What follows belongs to an exercise in optimizing a design on an open flow for a short achievable clock period and few clock cycles; a production flow would make more cautious choices.
Only simulation tests tie the RTL to the original design; equivalence was not proved.
Power and IR drop assume default switching activity.

Setup of 02-18:
## cpu_core
module cpu_core #(
    parameter cpu_pkg::word_t RESET_PC = '0
) (
    input  logic   clk,
    input  logic   arst_n,
    output cpu_pkg::word_t  imem_addr,         
    input  cpu_pkg::instr_t imem_rdata,
    output cpu_pkg::word_t  dmem_addr,
    output cpu_pkg::word_t  dmem_wdata,
    output logic   dmem_we,           
    output logic   dmem_re,           
    input  cpu_pkg::word_t  dmem_rdata
);
clock: 9.0 ns
lec_check: 0
cap_margin: 20
core_margin: 2
core_utilization: 40
slew_margin: 20
standard.sh (not shown) runs the stock make flow with config.mk's settings and CLKGATE_MAP_FILE= SYNTH_SCRIPT=/design/flow/synth_recipe.tcl, a recipe that flattens the netlist after the stock synthesis.
==> flow/flow/run.sh <==
#!/bin/bash
# Standard ORFS layout (the standard.sh: standard synthesis, floorplan,
# placement, CTS, routing, finish), with repair aiming further below the
# clock period and sized port buffers. All tool output is in make.log here
# and in ORFS's own logs under orfs/logs.
set -euo pipefail
bash standard.sh \
  SETUP_SLACK_MARGIN=6 \
  TNS_END_PERCENT=100 \
  MATCH_CELL_FOOTPRINT=0 \
  "BUFFER_PORTS_ARGS=-buffer_cell sky130_fd_sc_hd__buf_4" \
  finish > make.log 2>&1
02-18 | status: complete | timing, DRC, antenna: pass
Testbench counts of 02-18, summed over its fixed seeds: cycles 10,525.
Relative to 02-18, the following input files were edited for 11-21:
--- a/flow/design.v
+++ b/flow/design.v
@@ -420,12 +420,14 @@
     logic [15:0]       r_rs_sel, r_rt_sel;
     cpu_pkg::aluop_t   r_aluop;
     logic              r_use_rs, r_use_rt, r_b_imm, r_b_link, r_reg_write, r_flag_write;
     logic              r_is_load, r_is_store, r_is_jimm, r_is_jreg, r_is_branch, r_br_true, r_br_inv;
     cpu_pkg::word_t    rf_rs, rf_rt;
     logic              fwd_ex_a, fwd_ex_b, fwd_wb_a, fwd_wb_b, fwd_ld_a, fwd_ld_b;
+    logic              m_e_a, m_e_b, m_q_a, m_q_b, m_l_a, m_l_b;
+    cpu_pkg::reg_idx_t n_rs, n_rt;
     cpu_pkg::word_t    opa, opb, rs_jump;
     logic              stall_load, stall_jump, stall, go;
     logic              flag, taken_f0, taken_f1, taken;
     logic              redirect_f0, redirect_f1;
     cpu_pkg::word_t    target, redirect_addr;
     logic              redirect, install;
@@ -535,18 +537,28 @@
         .wr_b        (ld_dst),
         .wd_b        (dmem_rdata),
         .rs_data     (rf_rs),
         .rt_data     (rf_rt),
         .r15_data    (rf_r15)
     );
-    assign fwd_ex_a = e_v && e_reg_write && e_dst == r_rs;
-    assign fwd_ex_b = e_v && e_reg_write && e_dst == r_rt;
-    assign fwd_wb_a = w_v && w_dst == r_rs;
-    assign fwd_wb_b = w_v && w_dst == r_rt;
-    assign fwd_ld_a = ld_valid && ld_dst == r_rs;
-    assign fwd_ld_b = ld_valid && ld_dst == r_rt;
+    assign n_rs = stall ? r_rs : imem_rdata[25:22];
+    assign n_rt = stall ? r_rt : imem_rdata[21:18];
+    always_ff @(posedge clk) begin
+        m_e_a <= n_rs == r_dst;
+        m_e_b <= n_rt == r_dst;
+        m_q_a <= n_rs == e_dst;
+        m_q_b <= n_rt == e_dst;
+        m_l_a <= n_rs == req_dst;
+        m_l_b <= n_rt == req_dst;
+    end
+    assign fwd_ex_a = e_v && e_reg_write && m_e_a;
+    assign fwd_ex_b = e_v && e_reg_write && m_e_b;
+    assign fwd_wb_a = w_v && m_q_a;
+    assign fwd_wb_b = w_v && m_q_b;
+    assign fwd_ld_a = ld_valid && m_l_a;
+    assign fwd_ld_b = ld_valid && m_l_b;
     always_comb begin
         if (fwd_ex_a)      opa = e_res;
         else if (fwd_wb_a) opa = w_res;
         else if (fwd_ld_a) opa = dmem_rdata;
         else               opa = rf_rs;
         if (fwd_ex_b)      opb = e_res;
@@ -554,15 +566,15 @@
         else if (fwd_ld_b) opb = dmem_rdata;
         else               opb = rf_rt;
     end
     assign rs_jump    = fwd_ex_a ? e_opb : (fwd_wb_a ? w_res : rf_rs);
     assign stall_jump = r_is_jreg && (fwd_ex_a ? !e_aluop.pass : (!fwd_wb_a && fwd_ld_a));
     assign stall_load = (e_v && e_load &&
-                         ((r_use_rs && e_dst == r_rs) || (r_use_rt && e_dst == r_rt))) ||
+                         ((r_use_rs && m_e_a) || (r_use_rt && m_e_b))) ||
                         (req_load &&
-                         ((r_use_rs && req_dst == r_rs) || (r_use_rt && req_dst == r_rt)));
+                         ((r_use_rs && m_q_a) || (r_use_rt && m_q_b)));
     assign stall = r_v && (stall_jump || stall_load);
     assign go    = r_v && !stall;
     assign taken_f0 = r_is_jimm || r_is_jreg || (r_is_branch && r_br_inv);
     assign taken_f1 = r_is_jimm || r_is_jreg || (r_is_branch && !r_br_inv);
     assign taken    = flag ? taken_f1 : taken_f0;
     assign target = r_is_jreg ? rs_jump : (r_is_jimm ? r_imm : r_pcinc + r_imm);
--- outcome ---
- The first-iteration detailed-routing DRC count of 11-21 is higher than that of 02-18.
- [compare] base=02-18 new=11-21: sum of internal, switching and leakage power -0.59%; post-synthesis share of cell area spent on full adders, half adders and majority gates ~0 delta; proportion of power drawn by combinational gates -0.8 points; design area -about 1.5%.
Testbench counts of 11-21, summed over its fixed seeds: cycles 10,525.

========
rev 12:
cpu_core, a different RTL version from the one above (not shown whole).
For scale: about 3500 cells after synthesis, about 100 I/O pins, roughly 0.034 mm^2 of cells after synthesis.
==> flow/config.mk <==
export PLATFORM = sky130hd
export DESIGN_NAME = cpu_core
export DESIGN_NICKNAME = cpu_core
export VERILOG_FILES = /design/flow/design.v
export SDC_FILE = /design/flow/constraint.sdc
export NUM_CORES = 4
export LEC_CHECK = 0
export CAP_MARGIN = 20
export CORE_MARGIN = 2
export CORE_UTILIZATION = 40
export SLEW_MARGIN = 20
==> flow/constraint.sdc <==
create_clock -name core_clock -period 9.0 [get_ports {clk}]
set_input_delay 1.8000 -clock core_clock [delete_from_list [all_inputs] [get_ports {clk}]]
set_output_delay 1.8000 -clock core_clock [all_outputs]
set_load 0.01 [all_outputs]
==> flow/flow/run.sh <==
#!/bin/bash
# Standard ORFS layout (the standard.sh: standard synthesis, floorplan,
# placement, CTS, routing, finish), with repair aiming further below the
# clock period and sized port buffers. All tool output is in make.log here
# and in ORFS's own logs under orfs/logs.
set -euo pipefail
bash standard.sh \
  SETUP_SLACK_MARGIN=6.5 \
  TNS_END_PERCENT=100 \
  MATCH_CELL_FOOTPRINT=0 \
  "BUFFER_PORTS_ARGS=-buffer_cell sky130_fd_sc_hd__buf_4" \
  finish > make.log 2>&1
Testbench counts of rev 12, summed over its fixed seeds: cycles 10,809.
The following lists how rev 13 was set up differently from rev 12:
diff --git a/flow/design.v b/flow/design.v
--- a/flow/design.v
+++ b/flow/design.v
@@ -413,22 +413,21 @@
     cpu_pkg::reg_idx_t r_rs, r_rt, r_dst;
     logic [15:0]       r_rs_sel, r_rt_sel;
     cpu_pkg::aluop_t   r_aluop;
     logic              r_use_rs, r_use_rt, r_b_imm, r_b_link, r_reg_write, r_flag_write;
     logic              r_is_load, r_is_store, r_is_jimm, r_is_jreg, r_is_branch, r_br_true, r_br_inv;
     cpu_pkg::word_t    rf_rs, rf_rt;
     logic              fwd_ex_a, fwd_ex_b, fwd_wb_a, fwd_wb_b, fwd_ld_a, fwd_ld_b;
     cpu_pkg::word_t    opa, opb, rs_jump;
     logic              stall_load, stall_jump, stall, go;
     logic              zero_flag, true_flag, defer, taken, redirect_r, install_r;
-    logic              c_v, c_br_true, c_br_inv, c_pred, c_bp, c_taken, kill, install_c;
-    logic              defer_back;
+    logic              c_v, c_br_true, c_br_inv, c_pred, c_taken, kill;
     cpu_pkg::word_t    c_pc, c_pcinc, c_target;
     cpu_pkg::word_t    target, redirect_addr;
     logic              redirect, install;
     logic              e_v;
     cpu_pkg::word_t    e_opa, e_opb;
     cpu_pkg::aluop_t   e_aluop;
     logic              e_reg_write, e_flag_write, e_load, e_store;
     cpu_pkg::word_t    e_wd;
     cpu_pkg::reg_idx_t e_dst;
     cpu_pkg::word_t    e_res;
@@ -442,22 +441,22 @@
     program_counter i_program_counter (
         .clk, .arst_n,
         .redirect_f0 (redirect),
         .redirect_f1 (redirect),
         .flag        (1'b1),
         .redirect_addr,
         .hold        (stall),
         .early_jump,
         .early_target,
         .install,
-        .install_key (install_c ? c_pc : r_pc),
-        .install_tgt (install_c ? c_target : target),
+        .install_key (kill ? c_pc : r_pc),
+        .install_tgt (kill ? c_target : target),
         .fetch_addr  (imem_addr),
         .arr_pc,
         .arr_valid,
         .arr_pred
     );
     control_unit i_control_unit (
         .instr      (imem_rdata),
         .aluop      (aluop0),
         .use_rs     (use_rs0),
         .use_rt     (use_rt0),
@@ -557,46 +556,43 @@
     assign stall_load = (e_v && e_load &&
                          ((r_use_rs && e_dst == r_rs) || (r_use_rt && e_dst == r_rt))) ||
                         (req_load &&
                          ((r_use_rs && req_dst == r_rs) || (r_use_rt && req_dst == r_rt)));
     assign stall = r_v && (stall_jump || stall_load);
     assign go    = r_v && !stall && !kill;
     assign defer  = r_is_branch && e_v && e_flag_write;
     assign taken  = r_is_jimm || r_is_jreg ||
                     (r_is_branch && ((r_br_true ? true_flag : zero_flag) ^ r_br_inv));
     assign target = r_is_jreg ? rs_jump : (r_is_jimm ? r_imm : r_pcinc + r_imm);
-    assign defer_back = defer && !r_pred && r_imm[15];
-    assign redirect_r = go && (defer ? defer_back : (taken ^ r_pred));
+    assign redirect_r = go && !defer && (taken ^ r_pred);
     assign install_r  = go && !defer && taken && !r_pred && (r_is_jimm || r_is_branch);
     always_ff @(posedge clk or negedge arst_n) begin
         if (!arst_n) begin
             c_v <= 1'b0;
         end else begin
             c_v <= go && defer;
         end
     end
     always_ff @(posedge clk) begin
         c_br_true <= r_br_true;
         c_br_inv  <= r_br_inv;
-        c_pred    <= r_pred || r_imm[15];
-        c_bp      <= r_pred;
+        c_pred    <= r_pred;
         c_pc      <= r_pc;
         c_pcinc   <= r_pcinc;
         c_target  <= r_pcinc + r_imm;
     end
     assign c_taken = (c_br_true ? true_flag : zero_flag) ^ c_br_inv;
     assign kill    = c_v && (c_taken ^ c_pred);
     assign redirect      = kill || redirect_r;
     assign redirect_addr = kill ? (c_pred ? c_pcinc : c_target)
                                 : (r_pred ? r_pcinc : target);
-    assign install_c     = c_v && c_taken && !c_bp;
-    assign install       = install_c || install_r;
+    assign install       = (kill && c_taken) || install_r;
     assign dmem_re = req_load;
     cycle_fsm i_cycle_fsm (
         .clk, .arst_n,
         .issue_load  (e_v && e_load),
         .issue_store (e_v && e_store),
         .addr        (e_res),
         .wdata       (e_wd),
         .load_dst    (e_dst),
         .dmem_addr,
         .dmem_wdata,
- From rev 12 to rev 13 the numbers moved as follows: width of the die decreased 1.2 um, sequential-cell power consumption about even.
- When the final numbers for rev 13 and rev 12 were put side by side, the share of total power consumed by net switching turned out to be smaller in rev 12.
- Changes observed in rev 13 relative to rev 12: cell area after technology mapping went down 280 um^2; normalized max-slew margin went down 0.27 points.
- Rev 13 vs rev 12, register fraction of the total cell area went up by 1.0 points.
- Rev 13 finished end to end and its layout was clean on timing, DRC and antenna.
- Rev 13 packs its core looser than rev 12.
- First-pass GRT wire length across rev 13 and rev 12: no real change.
- Rev 13 vs. rev 12: clock skew increased by 6.3 ps relative to the old numbers, clock tree buffer count of the final layout higher, die area now smaller.
- Synthesized cell count was higher in the run labelled rev 12.
- Post-synthesis share of cell area spent on xor and xnor gates across rev 13 and rev 12: no real change.
Testbench counts of rev 13, summed over its fixed seeds: cycles 10,905.

afterwards: timing with drivers on the ports:
In the flow no input, the clock included, has a driving cell. The finished layouts below were timed again as built, in two steps. Step 1, drivers: a clkbuf_16 drives clk and a buf_2 each remaining input, both assumed. Step 2, shift: input delay + t, output delay - t, t = (earliest + latest rising clock arrival at the registers) / 2. This alone moves slack from input paths to output paths. Slacks: no drivers / after step 1 / after step 2; pairs: no drivers / after step 1.
run	t (ns)	setup slack, ns	worst setup path after step 2	clock arrival spread, ns
02-18	0.678	5.640 / 5.667 / 4.995	input to register	0.038 / 0.039
11-21	0.689	5.537 / 5.558 / 4.873	input to register	0.022 / 0.022
rev 12	0.702	5.590 / 5.619 / 4.917	input to register	0.027 / 0.028
rev 13	0.701	5.587 / 5.526 / 5.124	input to register	0.032 / 0.032
After both steps setup and hold are still met in every run listed. For rev 12, which loses most, drivers alone change the setup slack by +0.029 ns; drivers and shift together by -0.673 ns.
